From an optimization exercise on the open Yosys and OpenROAD flow, aimed at small area; shortcuts taken in it are not production practice. In this exercise RTL edits were held to simulation tests only and were not proved equivalent to the original. No activity file was given, so power comes from the tool's default toggle rates. The clock port is modelled as an ideal driver; clocking choices that lean on that would not hold on a real chip.

==> module hash_table, before the edit <==
module hash_table (
    input  wire                       clk,
    input  wire                       rst_n_i,
    input  wire                       ready_i,
    input  wire [(1 + 2 + 8 + 16)-1:0]   req_i,
    input  wire [(4 * (8 * 3))-1:0]    h3_matrix_i,
    output wire [(1 + 2 + 16 + 4)-1:0]  resp_o
);
    localparam NT    = 4;
    localparam AW    = 3;
    localparam SLOTS = 2 ** 3;
    localparam NE    = NT * SLOTS;
    localparam KW    = 8;
    localparam DW    = 16;
    localparam IW    = ((4 > 1) ? $clog2(4) : 1);
    localparam PW    = IW + AW;
    localparam CW    = KW - 1;
    wire            req_valid = req_i[((1 + 2 + 8 + 16) - 1)];
    wire [1:0]      req_op    = req_i[(8 + 16) +: 2];
    wire [KW-1:0]   req_key   = req_i[(16) +: KW];
    wire [DW-1:0]   req_data  = req_i[0 +: DW];
    reg  [NE-1:0]     valid_q;
    reg  [NE*CW-1:0]  key_q;     
    reg  [NT-1:0]     aux_q;     
    reg  [NE*DW-1:0]  data_q;
    wire [NT*AW-1:0]  adr;
    reg  [NE-1:0]     sel;
    reg  [NT-1:0]     ent_valid;
    reg  [NT*CW-1:0]  ent_key;
    reg  [NT*CW-1:0]  ckey;
    reg  [NT-1:0]     hzero;
    reg               nz;
    reg  [NT-1:0]     hit_t;
    reg  [NT-1:0]     free_t;
    genvar g;
    generate
        for (g = 0; g < NT; g = g + 1) begin : g_hash
            h3_hash hash_0 (
                .key_i    (req_key),
                .matrix_i (h3_matrix_i[g*(8 * 3) +: (8 * 3)]),
                .adr_o    (adr[g*AW +: AW])
            );
        end
    endgenerate
    integer t, s, j;
    always @(*) begin
        for (t = 0; t < NT; t = t + 1) begin
            nz = 1'b0;
            for (j = 0; j < CW; j = j + 1) begin
                nz = nz | (|h3_matrix_i[t*(8 * 3) + j*AW +: AW]);
                ckey[t*CW + j] = nz ? req_key[j+1] : req_key[j];
            end
            hzero[t] = !(nz | (|h3_matrix_i[t*(8 * 3) + CW*AW +: AW]));
        end
    end
    always @(*) begin
        for (t = 0; t < NT; t = t + 1) begin
            ent_valid[t]          = 1'b0;
            ent_key[t*CW +: CW]   = {CW{1'b0}};
            for (s = 0; s < SLOTS; s = s + 1) begin
                sel[t*SLOTS + s] = (adr[t*AW +: AW] == s);
                if (sel[t*SLOTS + s]) begin
                    ent_valid[t]        = ent_valid[t] | valid_q[t*SLOTS + s];
                    ent_key[t*CW +: CW] = ent_key[t*CW +: CW] | key_q[(t*SLOTS + s)*CW +: CW];
                end
            end
            hit_t[t]  = ent_valid[t] && (ent_key[t*CW +: CW] == ckey[t*CW +: CW]) &&
                        (!hzero[t] || aux_q[t] == req_key[KW-1]);
            free_t[t] = !ent_valid[t];
        end
    end
    reg           hit;
    reg           any_free;
    reg [NT-1:0]  first_free;
    reg [IW-1:0]  hit_idx;
    reg [AW-1:0]  hit_adr;
    always @(*) begin
        hit        = |hit_t;
        any_free   = |free_t;
        first_free = {NT{1'b0}};
        hit_idx    = {IW{1'b0}};
        hit_adr    = {AW{1'b0}};
        for (t = NT - 1; t >= 0; t = t - 1) begin
            if (free_t[t]) first_free = {NT{1'b0}} | ({{(NT-1){1'b0}}, 1'b1} << t);
        end
        for (t = 0; t < NT; t = t + 1) begin
            if (hit_t[t]) begin
                hit_idx = hit_idx | t;
                hit_adr = hit_adr | adr[t*AW +: AW];
            end
        end
    end
    wire en     = ready_i;
    wire is_rd  = (req_op == 2'd1);
    wire is_wr  = (req_op == 2'd2);
    wire is_del = (req_op == 2'd3);
    wire do_wr  = en && req_valid && is_wr && !hit && any_free;
    wire do_del = en && req_valid && is_del && hit;
    integer e;
    always @(posedge clk) begin
        for (e = 0; e < NE; e = e + 1) begin
            if (en && !valid_q[e]) begin
                key_q[e*CW +: CW]  <= ckey[(e / SLOTS)*CW +: CW];
                data_q[e*DW +: DW] <= req_data;
            end
        end
        for (t = 0; t < NT; t = t + 1) begin
            if (en && !valid_q[t*SLOTS]) begin
                aux_q[t] <= req_key[KW-1];
            end
        end
    end
    always @(posedge clk or negedge rst_n_i) begin
        if (!rst_n_i) begin
            valid_q <= {NE{1'b0}};
        end else begin
            for (e = 0; e < NE; e = e + 1) begin
                if (do_wr && first_free[e / SLOTS] && sel[e]) begin
                    valid_q[e] <= 1'b1;
                end else if (do_del && hit_t[e / SLOTS] && sel[e]) begin
                    valid_q[e] <= 1'b0;
                end
            end
        end
    end
    wire          fail = is_wr ? (hit || !any_free) : (is_rd || is_del) ? !hit : 1'b0;
    reg           r1_valid, r2_valid;
    reg  [1:0]    r1_op, r2_op;
    reg           r1_fail, r2_fail;
    reg  [PW-1:0] r1_ptr, r2_ptr;
    always @(posedge clk or negedge rst_n_i) begin
        if (!rst_n_i) begin
            r1_valid <= 1'b0;
            r2_valid <= 1'b0;
        end else if (en) begin
            r1_valid <= req_valid;
            r2_valid <= r1_valid;
        end
    end
    always @(posedge clk) begin
        if (en) begin
            r1_op   <= req_op;
            r1_fail <= fail;
            r1_ptr  <= {hit_idx, hit_adr[AW-1:1], is_wr ? hit : hit_adr[0]};
            r2_op   <= r1_op;
            r2_fail <= r1_fail;
            r2_ptr  <= r1_ptr;
        end
    end
    wire          rd_hit = (r2_op == 2'd1) && !r2_fail;
    reg  [DW-1:0] rd_data;
    always @(*) begin
        rd_data = {DW{1'b0}};
        for (e = 0; e < NE; e = e + 1) begin
            if (rd_hit && r2_ptr == e) rd_data = rd_data | data_q[e*DW +: DW];
        end
    end
    wire [4-1:0] status;
    assign status[3]    = r2_fail && (r2_op == 2'd1);
    assign status[2] = r2_fail && (r2_op == 2'd2) && r2_ptr[0];
    assign status[1]      = r2_fail && (r2_op == 2'd2) && !r2_ptr[0];
    assign status[0]  = r2_fail && (r2_op == 2'd3);
    assign resp_o = {r2_valid, r2_op, rd_data, status};
endmodule
clock: 6.0 ns
lec_check: 0
cap_margin: 20
core_margin: 2
core_utilization: 60
place_density: 0.7
slew_margin: 20
standard.sh (not shown) runs the stock make flow with config.mk's settings and CLKGATE_MAP_FILE= SYNTH_SCRIPT=/design/flow/synth_recipe.tcl, a recipe that flattens the netlist after the stock synthesis.
==> flow/flow/run.sh <==
#!/bin/bash
# The standard ORFS layout (standard.sh) with these layout choices changed:
#  - synthesis maps the logic with an area-oriented abc script (flow/synth.tcl, flow/abc_area.script);
#    everything else in it is synth_recipe.tcl, and the registers are the standard synthesis's
#  - port buffers are buf_1 cells (every port still gets its own buffer)
#  - CTS clusters up to 30 sinks (diameter 100 um) per leaf buffer and inserts no dummy loads
# The full make output goes to flow_make.log; ORFS keeps each step's log under orfs/logs/.
set -euo pipefail
cd "$(dirname "$0")/.."
export MY_ABC_SCRIPT=$PWD/flow/abc_area.script
bash standard.sh \
  "SYNTH_SCRIPT=$PWD/flow/synth.tcl" \
  "BUFFER_PORTS_ARGS=-buffer_cell sky130_fd_sc_hd__buf_1" \
  "CTS_ARGS=-sink_clustering_enable -repair_clock_nets -dont_use_dummy_load -sink_clustering_size 30 -sink_clustering_max_diameter 100" \
  finish > flow_make.log 2>&1
==> flow/flow/abc_area.script <==
&get -n
&st
&syn3
&dch
&nf -R 1000
&put
==> flow/flow/synth.tcl <==
proc synth {args} { yosys synth -nofsm -noshare {*}$args }
# synth_recipe.tcl with the abc call given an area-oriented mapping script (flow/abc_area.script).
# Registers are mapped (dfflibmap) before abc, so they are the same as in the standard synthesis.
proc abc {args} {
  set i [lsearch -exact $args -script]
  if { $i >= 0 && [info exists ::env(MY_ABC_SCRIPT)] } { lset args [expr {$i + 1}] $::env(MY_ABC_SCRIPT) }
  yosys abc {*}$args
}
source $::env(SCRIPTS_DIR)/synth.tcl
# left out here: clear keep_hierarchy, flatten, clean up, hide names made inside functions, write 1_2_yosys.v
Next try:
--- a/flow/design.v
+++ b/flow/design.v
@@ -32,22 +32,17 @@
     localparam DW    = 16;
     localparam IW    = ((4 > 1) ? $clog2(4) : 1);
     localparam PW    = IW + AW;
-    localparam CW    = KW - 1;
     wire            req_valid = req_i[((1 + 2 + 8 + 16) - 1)];
     wire [1:0]      req_op    = req_i[(8 + 16) +: 2];
     wire [KW-1:0]   req_key   = req_i[(16) +: KW];
     wire [DW-1:0]   req_data  = req_i[0 +: DW];
     reg  [NE-1:0]     valid_q;
-    reg  [NE*CW-1:0]  key_q;     
-    reg  [NT-1:0]     aux_q;     
+    reg  [NE*KW-1:0]  key_q;
     reg  [NE*DW-1:0]  data_q;
     wire [NT*AW-1:0]  adr;
     reg  [NE-1:0]     sel;
     reg  [NT-1:0]     ent_valid;
-    reg  [NT*CW-1:0]  ent_key;
-    reg  [NT*CW-1:0]  ckey;
-    reg  [NT-1:0]     hzero;
-    reg               nz;
+    reg  [NT*KW-1:0]  ent_key;
     reg  [NT-1:0]     hit_t;
     reg  [NT-1:0]     free_t;
     genvar g;
@@ -60,30 +55,19 @@
             );
         end
     endgenerate
-    integer t, s, j;
-    always @(*) begin
-        for (t = 0; t < NT; t = t + 1) begin
-            nz = 1'b0;
-            for (j = 0; j < CW; j = j + 1) begin
-                nz = nz | (|h3_matrix_i[t*(8 * 3) + j*AW +: AW]);
-                ckey[t*CW + j] = nz ? req_key[j+1] : req_key[j];
-            end
-            hzero[t] = !(nz | (|h3_matrix_i[t*(8 * 3) + CW*AW +: AW]));
-        end
-    end
+    integer t, s;
     always @(*) begin
         for (t = 0; t < NT; t = t + 1) begin
             ent_valid[t]          = 1'b0;
-            ent_key[t*CW +: CW]   = {CW{1'b0}};
+            ent_key[t*KW +: KW]   = {KW{1'b0}};
             for (s = 0; s < SLOTS; s = s + 1) begin
                 sel[t*SLOTS + s] = (adr[t*AW +: AW] == s);
                 if (sel[t*SLOTS + s]) begin
                     ent_valid[t]        = ent_valid[t] | valid_q[t*SLOTS + s];
-                    ent_key[t*CW +: CW] = ent_key[t*CW +: CW] | key_q[(t*SLOTS + s)*CW +: CW];
+                    ent_key[t*KW +: KW] = ent_key[t*KW +: KW] | key_q[(t*SLOTS + s)*KW +: KW];
                 end
             end
-            hit_t[t]  = ent_valid[t] && (ent_key[t*CW +: CW] == ckey[t*CW +: CW]) &&
-                        (!hzero[t] || aux_q[t] == req_key[KW-1]);
+            hit_t[t]  = ent_valid[t] && (ent_key[t*KW +: KW] == req_key);
             free_t[t] = !ent_valid[t];
         end
     end
@@ -118,13 +102,8 @@
     always @(posedge clk) begin
         for (e = 0; e < NE; e = e + 1) begin
             if (en && !valid_q[e]) begin
-                key_q[e*CW +: CW]  <= ckey[(e / SLOTS)*CW +: CW];
+                key_q[e*KW +: KW]  <= req_key;
                 data_q[e*DW +: DW] <= req_data;
-            end
-        end
-        for (t = 0; t < NT; t = t + 1) begin
-            if (en && !valid_q[t*SLOTS]) begin
-                aux_q[t] <= req_key[KW-1];
             end
         end
     end
Sequential power grows by a few percent.
Core utilization grows by 0.11 points.
Cell count is about the same.
Count of clock-buffer cells in the layout grows by 1.
Routed wire length grows slightly.
Synthesized cell count shrinks slightly.

[re-timing with driven ports]
No port has a modelled driver above. Below, the same layouts with a new extraction and two added sets of constraints. Step 1 sets driving cells, clkbuf_16 on the clock port and buf_2 on the other inputs (assumed; they add their load-dependent delay and slew). Step 2 also shifts input and output timing later by t, the mid clock arrival at the registers, as if the neighbouring blocks saw the same clock. a / b / c = ideal / step 1 / step 2; a / b = the first two.
run	shift t [ns]	setup slack, ns	cell pins on the clock port's net
the first run	0.679	0.404 / 0.441 / -0.238	1
the second run	0.678	0.523 / 0.559 / -0.120	1
With both steps, setup timing fails in the first run and the second run, where it was met with ideal ports. The setup slack of the second run, which loses most, moves by +0.036 ns with the drivers and by -0.643 ns with both steps.
